Source: an optimization exercise on an open RTL-to-GDS flow (aim: small area). Production flows keep margins and buffers that such runs may drop.
Where RTL was checked, it was by simulation tests only, not by an equivalence proof against the original.
No activity file was given, so power comes from the tool's default toggle rates. The flow treats the clock pin as an ideal source, which a real chip does not have.

Design fft_sequencer, start of the top module:
module fft_sequencer
#(
    parameter int unsigned LOG2N = fft_sequencer_pkg::LOG2N,
    parameter int unsigned W     = fft_sequencer_pkg::W
) (
    input  logic               clk,
    input  logic               rst,
    input  logic               start,
    input  logic               in_valid,
    output logic               in_ready,
    input  logic [W-1:0]       in_re,
    input  logic [W-1:0]       in_im,
    output logic [STAGE_W-1:0] bf_stage,
    output logic [LOG2N-1:0]   bf_i,
    output logic [LOG2N-1:0]   bf_j,
    output logic [W-1:0]       bf_xir,
    output logic [W-1:0]       bf_xic,
    output logic [W-1:0]       bf_xjr,
    output logic [W-1:0]       bf_xjc,
    input  logic [W-1:0]       bf_yir,
    input  logic [W-1:0]       bf_yic,
    input  logic [W-1:0]       bf_yjr,
    input  logic [W-1:0]       bf_yjc,
    output logic               out_valid,
    input  logic               out_ready,
    output logic [W-1:0]       out_re,
    output logic [W-1:0]       out_im,
    output logic [LOG2N-1:0]   out_idx,
    output logic               busy,
    output logic               done
);
Settings: LEC_CHECK=0, CAP_MARGIN=0, CORE_MARGIN=2, CORE_UTILIZATION=50, PLACE_DENSITY=0.8, SLEW_MARGIN=0, SYNTH_HIERARCHICAL=1, SYNTH_MINIMUM_KEEP_SIZE=0, BUFFER_PORTS_ARGS=-buffer_cell sky130_fd_sc_hd__buf_1, CTS_ARGS=-sink_clustering_enable -repair_clock_nets -dont_use_dummy_load -buf_list {sky130_fd_sc_hd__clkbuf_16} -sink_clustering_size 32 -sink_clustering_max_diameter 100; clock period 10.0 ns.
standard.sh (not shown) runs the stock make flow with config.mk's settings and CLKGATE_MAP_FILE= SYNTH_SCRIPT=/design/flow/synth_recipe.tcl, a recipe that flattens the netlist after the stock synthesis.
==> flow/flow/run.sh <==
#!/bin/bash
# Standard layout with these changes: the port buffers use the smallest buffer cell, and
# clock tree synthesis adds no dummy loads and uses larger sink clusters. ORFS writes
# each tool's log under orfs/logs; make's output goes to standard.log here.
set -euo pipefail
cat >> config.mk <<'EOC'
export BUFFER_PORTS_ARGS = -buffer_cell sky130_fd_sc_hd__buf_1
export CTS_ARGS = -sink_clustering_enable -repair_clock_nets -dont_use_dummy_load -buf_list {sky130_fd_sc_hd__clkbuf_16} -sink_clustering_size 32 -sink_clustering_max_diameter 100
EOC
bash standard.sh > standard.log 2>&1
==> next run, changes <==
--- a/flow/config.mk
+++ b/flow/config.mk
@@ -9,5 +9,5 @@
 export CORE_MARGIN = 2
 export CORE_UTILIZATION = 50
-export PLACE_DENSITY = 0.8
+export PLACE_DENSITY = 0.65
 export SLEW_MARGIN = 0
 export SYNTH_HIERARCHICAL = 1
Final cell count barely changes.
Wire length is lower by a few percent.
Utilization stays flat.
Worst setup slack degrades by 0.13 ns.
Global-route usage is lower by 0.39 points.
First-iteration DRC count is lower by about a fifth.
Clock-buffer cell count does not change.
Area after synthesis stays the same.

========
The RTL this note starts from:
==> flow/design.v <==
package fft_sequencer_pkg;
    localparam int unsigned LOG2N   = 5;
    localparam int unsigned N       = 1 << LOG2N;
    localparam int unsigned PAIRS   = N / 2;
    localparam int unsigned W       = 16;
    localparam int unsigned STAGE_W = 3;
    typedef enum logic [1:0] {
        IDLE  = 2'd0,
        LOAD  = 2'd1,
        RUN   = 2'd2,
        DRAIN = 2'd3
    } state_t;
endpackage
import fft_sequencer_pkg::*;
module fft_pair_index
#(
    parameter int unsigned LOG2N = fft_sequencer_pkg::LOG2N
) (
    input  logic [STAGE_W-1:0] stage,
    input  logic [LOG2N-2:0]   pair,
    output logic [LOG2N-1:0]   pair_i,
    output logic [LOG2N-1:0]   pair_j
);
    logic [LOG2N-1:0] sh;
    logic [LOG2N-1:0] bitv;
    logic [LOG2N-1:0] mask;
    logic [LOG2N-1:0] pw;
    always_comb begin
        sh     = (stage == '0) ? '0 : LOG2N'(stage - STAGE_W'(1));
        bitv   = LOG2N'(1) << sh;
        mask   = bitv - LOG2N'(1);
        pw     = LOG2N'(pair);
        pair_i = ((pw & ~mask) << 1) | (pw & mask);
        pair_j = pair_i | bitv;
    end
endmodule
import fft_sequencer_pkg::*;
module fft_sequencer
#(
    parameter int unsigned LOG2N = fft_sequencer_pkg::LOG2N,
    parameter int unsigned W     = fft_sequencer_pkg::W
) (
    input  logic               clk,
    input  logic               rst,
    input  logic               start,
    input  logic               in_valid,
    output logic               in_ready,
    input  logic [W-1:0]       in_re,
    input  logic [W-1:0]       in_im,
    output logic [STAGE_W-1:0] bf_stage,
    output logic [LOG2N-1:0]   bf_i,
    output logic [LOG2N-1:0]   bf_j,
    output logic [W-1:0]       bf_xir,
    output logic [W-1:0]       bf_xic,
    output logic [W-1:0]       bf_xjr,
    output logic [W-1:0]       bf_xjc,
    input  logic [W-1:0]       bf_yir,
    input  logic [W-1:0]       bf_yic,
    input  logic [W-1:0]       bf_yjr,
    input  logic [W-1:0]       bf_yjc,
    output logic               out_valid,
    input  logic               out_ready,
    output logic [W-1:0]       out_re,
    output logic [W-1:0]       out_im,
    output logic [LOG2N-1:0]   out_idx,
    output logic               busy,
    output logic               done
);
    localparam int unsigned NPTS   = 1 << LOG2N;
    localparam int unsigned NPAIRS = NPTS / 2;
    fft_sequencer_pkg::state_t state;
    fft_sequencer_pkg::state_t state_nxt;
    logic [LOG2N-1:0]     cnt, cnt_nxt;
    logic [STAGE_W-1:0]   stage, stage_nxt;
    logic [LOG2N-2:0]     pair, pair_nxt;
    logic                 done_nxt;
    logic [LOG2N-1:0]     pi, pj;
    logic [2*W-1:0] qa [NPAIRS];
    logic [2*W-1:0] qc [NPAIRS];
    fft_pair_index #(.LOG2N(LOG2N)) u_pair_index (
        .stage  (stage),
        .pair   (pair),
        .pair_i (pi),
        .pair_j (pj)
    );
    always_ff @(posedge clk) begin
        if (rst) begin
            state <= IDLE;
            cnt   <= '0;
            stage <= '0;
            pair  <= '0;
            done  <= 1'b0;
        end else begin
            state <= state_nxt;
            cnt   <= cnt_nxt;
            stage <= stage_nxt;
            pair  <= pair_nxt;
            done  <= done_nxt;
        end
    end
    logic run, load, drain;
    logic blk;                   
    logic [2*W-1:0] dtap;        
    logic [2*W-1:0] a_in, c_in, yi;
    logic en_a, en_c0, en_c;
    assign run   = (state == RUN);
    assign load  = (state == LOAD);
    assign drain = (state == DRAIN);
    assign yi    = {bf_yir, bf_yic};
    always_comb begin
        case (stage)
            3'd1:    blk = pair[0];
            3'd2:    blk = pair[1];
            3'd3:    blk = pair[2];
            3'd4:    blk = pair[3];
            default: blk = 1'b0;
        endcase
        case (stage)
            3'd2:    dtap = qc[1];
            3'd3:    dtap = qc[3];
            3'd4:    dtap = qc[7];
            default: dtap = qc[0];
        endcase
        a_in   = (run && !blk) ? yi : dtap;
        c_in   = load ? {in_re, in_im} : {bf_yjr, bf_yjc};
        en_a   = run | (load & in_valid &  cnt[0]) | (drain & out_ready & ~cnt[LOG2N-1]);
        en_c0  = run | (load & in_valid);
        en_c   = run | (load & in_valid & ~cnt[0]) | (drain & out_ready &  cnt[LOG2N-1]);
    end
    always_ff @(posedge clk) begin
        if (en_a) begin
            qa[0] <= a_in;
            for (int k = 1; k < NPAIRS; k++) qa[k] <= qa[k-1];
        end
        if (en_c0) qc[0] <= c_in;
        if (en_c) begin
            for (int k = 1; k < NPAIRS; k++) begin
                if (run && blk && ((k == 1 && stage == 3'd1) || (k == 2 && stage == 3'd2) ||
                                   (k == 4 && stage == 3'd3) || (k == 8 && stage == 3'd4)))
                    qc[k] <= yi;
                else
                    qc[k] <= qc[k-1];
            end
        end
    end
    always_comb begin
        state_nxt = state;
        cnt_nxt   = cnt;
        stage_nxt = stage;
        pair_nxt  = pair;
        done_nxt  = 1'b0;
        unique case (state)
            IDLE: begin
                if (start) begin
                    state_nxt = LOAD;
                    cnt_nxt   = '0;
                end
            end
            LOAD: begin
                if (in_valid) begin
                    cnt_nxt = cnt + LOG2N'(1);
                    if (cnt == LOG2N'(NPTS - 1)) begin
                        state_nxt = RUN;
                        stage_nxt = STAGE_W'(1);
                        pair_nxt  = '0;
                    end
                end
            end
            RUN: begin
                if (pair == (LOG2N-1)'(NPAIRS - 1)) begin
                    pair_nxt = '0;
                    if (stage == STAGE_W'(LOG2N)) begin
                        state_nxt = DRAIN;
                        stage_nxt = '0;
                        cnt_nxt   = '0;
                    end else begin
                        stage_nxt = stage + STAGE_W'(1);
                    end
                end else begin
                    pair_nxt = pair + (LOG2N-1)'(1);
                end
            end
            DRAIN: begin
                if (out_ready) begin
                    if (cnt == LOG2N'(NPTS - 1)) begin
                        state_nxt = IDLE;
                        cnt_nxt   = '0;
                        done_nxt  = 1'b1;
                    end else begin
                        cnt_nxt = cnt + LOG2N'(1);
                    end
                end
            end
            default: state_nxt = IDLE;
        endcase
    end
    always_comb begin
        in_ready  = load;
        out_valid = drain;
        busy      = (state != IDLE);
        bf_stage  = run ? stage : '0;
        bf_i      = run ? pi : '0;
        bf_j      = run ? pj : '0;
        {bf_xir, bf_xic} = qa[NPAIRS-1];
        {bf_xjr, bf_xjc} = qc[NPAIRS-1];
        {out_re, out_im} = cnt[LOG2N-1] ? qc[NPAIRS-1] : qa[NPAIRS-1];
        out_idx   = cnt;
    end
endmodule
make LEC_CHECK=0 CAP_MARGIN=20 CORE_MARGIN=2 CORE_UTILIZATION=25 CTS_BUF_LIST='sky130_fd_sc_hd__clkbuf_4 sky130_fd_sc_hd__clkbuf_8' CTS_CLUSTER_SIZE=30 PLACE_DENSITY=0.5 SLEW_MARGIN=20 finish   # period 10.0 ns
run.sh (not shown) runs the stock make flow with config.mk's settings and CLKGATE_MAP_FILE= SYNTH_SCRIPT=/design/flow/synth_recipe.tcl, a recipe that flattens the netlist after the stock synthesis.
Stock flow here: none of the scripts above is used.
The starting point produced a clean layout.
Next try:
==> flow/flow/run.sh (new file) <==
#!/bin/bash
# Standard layout with two changes: the port buffers use the smallest buffer cell, and
# clock tree synthesis adds no dummy loads. Each tool's output goes to the ORFS logs
# under orfs/logs; make's own output goes to standard.log here.
set -euo pipefail
cat >> config.mk <<'EOC'
export BUFFER_PORTS_ARGS = -buffer_cell sky130_fd_sc_hd__buf_1
export CTS_ARGS = -sink_clustering_enable -repair_clock_nets -dont_use_dummy_load -buf_list {sky130_fd_sc_hd__clkbuf_4 sky130_fd_sc_hd__clkbuf_8} -sink_clustering_size 30
EOC
bash standard.sh > standard.log 2>&1
==> flow/standard.sh (new file) <==
#!/bin/bash
# synth_recipe.tcl (not shown) runs the flow's synth.tcl, then flattens the netlist and writes it again
# the make line also repeats each setting of config.mk as NAME=value (left out here)
make -C /OpenROAD-flow-scripts/flow DESIGN_CONFIG=/design/flow/config.mk WORK_HOME=/design/flow/orfs CLKGATE_MAP_FILE= SYNTH_SCRIPT=/design/flow/synth_recipe.tcl "${@:-finish}"
- BUFFER_PORTS_ARGS: not set -> -buffer_cell sky130_fd_sc_hd__buf_1
- CTS_ARGS: not set -> -sink_clustering_enable -repair_clock_nets -dont_use_dummy_load -buf_list {sky130_fd_sc_hd__clkbuf_4 sky130_fd_sc_hd__clkbuf_8} -sink_clustering_size 30
removed: flow/run.sh
=> Wire length went up by 1.1%. Power shrinks by 6.6%. First-iteration DRC count goes down by 3.5%.
Function was not checked in any run of this note: the RTL went through the layout flow alone.

-- re-timing with driven ports --
The flow's constraints put no driver on any port. The routed layouts listed below were extracted and timed again, unchanged, in two steps. Step 1 assumes that a clkbuf_16 drives the clock port and a buf_2 every other input. Step 2 adds t to the input delays and takes it off the output delays; t is the mean of the earliest and latest rising clock arrival at the registers after step 1. Input paths then give back, and output paths get back, about the clock's delay inside the block. a / b / c = ideal ports / drivers / drivers and shift; a / b = the first two.
| run | t (ns) | setup WS [ns] | pins driven straight from the clock port |
|---|---|---|---|
| the first run of note 1 | 0.643 | 4.498 / 4.441 / 4.639 | 1 |
| the second run of note 1 | 0.645 | 4.371 / 4.310 / 4.531 | 1 |
| the first run of note 2 | 0.885 | 4.582 / 4.514 / 5.146 | 1 |
| the second run of note 2 | 0.862 | 4.170 / 4.101 / 4.963 | 1 |
After both steps setup and hold are still met in every run listed.
